This design comes from an exercise in tuning for small area on the open sky130 flow, not from production work. Only simulation tests tie the RTL to the original design; equivalence was not proved.

the baseline:
==> flow/design.v (excerpt) <==
module regfile_ctx #(
  parameter int DATA_W   = 32,
  parameter int NREGS    = 16,
  parameter int NPRED    = 4,
  parameter int CTX_REGS = 8
) (
  input  logic                     clk,
  input  logic                     rst,
  input  logic [$clog2(NREGS)-1:0] rin0,
  output logic [DATA_W-1:0]        rout0,
  input  logic [$clog2(NREGS)-1:0] rin1,
  output logic [DATA_W-1:0]        rout1,
  input  logic                     wen0,
  input  logic [$clog2(NREGS)-1:0] win0,
  input  logic [DATA_W-1:0]        wdata0,
  input  logic [$clog2(NPRED)-1:0] rpred,
  output logic                     predout,
  input  logic                     wpreden,
  input  logic [$clog2(NPRED)-1:0] wpred,
  input  logic                     write_pred_value,
  input  logic                     ctx_load_start,
  input  logic                     ctx_load_valid,
  input  logic [DATA_W-1:0]        ctx_load_data,
  output logic                     ctx_load_ready,
  input  logic                     ctx_save_start,
  output logic                     ctx_save_valid,
  output logic [DATA_W-1:0]        ctx_save_data,
  input  logic                     ctx_save_ready,
  output logic                     busy,
  output logic                     ctx_done
);
For scale: about 2000 cells after synthesis, about 530 flip-flops, ~190 I/O pins.
make LEC_CHECK=0 CAP_MARGIN=20 CORE_MARGIN=2 CORE_UTILIZATION=60 SLEW_MARGIN=20 finish   # period 6.0 ns
run.sh (not shown) runs the stock make flow with config.mk's settings and CLKGATE_MAP_FILE= SYNTH_SCRIPT=/design/flow/synth_recipe.tcl, a recipe that flattens the netlist after the stock synthesis.
Setup changes, the baseline to the candidate
==> flow/flow/run.sh (new file) <==
#!/bin/bash
# Own layout flow: the standard ORFS flow (standard.sh) with two changes:
#  1. synthesis maps logic with an area-oriented ABC script (flow/abc_area_map.script)
#     instead of ORFS's delay-oriented one; everything before ABC, including the
#     flip-flop mapping and register names, is the standard synthesis. The flow
#     checks that its registers match the standard synthesis's (names and cell
#     types) and falls back to the standard synthesis if they do not.
#  2. extra ORFS make variables for the layout steps (flow/layout_vars).
# Each tool's output goes to a log file in this folder (and ORFS's own logs
# under orfs/logs).
set -euo pipefail
W=$PWD
R=orfs/results/$FLOW_PLATFORM/regfile_ctx/base

flops() {
  # "instance type" for every flip-flop of a synthesized netlist, sorted
  python3 - "$1" <<'PY'
import re, sys
txt = open(sys.argv[1]).read()
out = []
for m in re.finditer(r'^\s*(sky130_fd_sc_hd__(\w+?))\s+(\\\S+|\S+)\s*\(', txt, re.M):
    t = m.group(2)
    if re.match(r'(s?e?df|dl)', t):
        out.append(m.group(3) + ' ' + re.sub(r'_\d+$', '', t))
print('\n'.join(sorted(out)))
PY
}

# 1. standard synthesis, for reference
bash standard.sh synth > log_synth_standard.txt 2>&1
flops $R/1_2_yosys.v > flops_standard.txt
mv orfs orfs_standard

# 2. the same synthesis with the area-oriented ABC script
cp -r "$FLOW_HOME/scripts" "$W/scripts_area"
cp "$W/flow/abc_area_map.script" "$W/scripts_area/abc_speed.script"
if bash standard.sh SCRIPTS_DIR="$W/scripts_area" synth > log_synth_area.txt 2>&1 \
   && flops $R/1_2_yosys.v > flops_area.txt \
   && cmp -s flops_standard.txt flops_area.txt; then
  echo "using area-mapped synthesis" > synth_choice.txt
  rm -rf orfs_standard
else
  echo "registers differ or synthesis failed: using the standard synthesis" > synth_choice.txt
  rm -rf orfs
  mv orfs_standard orfs
fi
rm -rf "$W/scripts_area"

# 3. the rest of the standard flow
mapfile -t VARS < <(grep -v '^\s*#' flow/layout_vars | grep -v '^\s*$' || true)
bash standard.sh "${VARS[@]}" finish > log_layout.txt 2>&1
==> flow/flow/abc_area_map.script (new file) <==
&get -n
&st
&dch
&nf -a
&st
&dch
&nf -a
&put
==> flow/flow/layout_vars (new file) <==
BUFFER_PORTS_ARGS=-buffer_cell sky130_fd_sc_hd__buf_1
CTS_ARGS=-sink_clustering_enable -repair_clock_nets -dont_use_dummy_load -buf_list {sky130_fd_sc_hd__clkbuf_8} -sink_clustering_size 16 -sink_clustering_max_diameter 50
==> flow/standard.sh (new file) <==
#!/bin/bash
# synth_recipe.tcl (not shown) runs the flow's synth.tcl, then flattens the netlist and writes it again
# the make line also repeats each setting of config.mk as NAME=value (left out here)
make -C /OpenROAD-flow-scripts/flow DESIGN_CONFIG=/design/flow/config.mk WORK_HOME=/design/flow/orfs CLKGATE_MAP_FILE= SYNTH_SCRIPT=/design/flow/synth_recipe.tcl "${@:-finish}"
removed: flow/run.sh
## What came out
- Compared with the baseline, in the candidate synthesized cell count shrank by 444, multiplexer area fraction after synthesis shrank by 2.3 points, worst relative slew slack grew by 5.2 points, portion of the clock cycle consumed by the worst path in the final layout shrank by 12 points.
- [compare] base=the baseline new=the candidate: total via count after detailed routing -3156, met3 capacity usage during global routing fell by 3.4 points.

separate check: timing with driven ports:
How much do the figures lean on ideal ports? The routed layouts below were timed once more, with nothing changed but the port constraints. Step 1 (the two cells are an assumption about what drives the block):
set clk [get_ports {clk}]
set_driving_cell -lib_cell sky130_fd_sc_hd__clkbuf_16 $clk
set_driving_cell -lib_cell sky130_fd_sc_hd__buf_2 [delete_from_list [all_inputs] $clk]
Step 2 adds t to the input delays and takes it off the output delays; t is the mean of the earliest and latest rising clock arrival at the registers after step 1. Input paths then give back, and output paths get back, about the clock's delay inside the block. Slacks: no drivers / after step 1 / after step 2; pairs: no drivers / after step 1.
run	t, ns	setup WS [ns]	worst hold slack (ns)	clock arrival spread, ns	worst slew at a driven data input, ns
the baseline	0.662	0.644 / 0.588 / 1.250	0.501 / 0.501 / 0.501	0.022 / 0.022	0.04
the candidate	0.706	1.345 / 1.291 / 1.997	0.478 / 0.478 / 0.478	0.060 / 0.060	0.04
After both steps setup and hold are still met in every run listed.
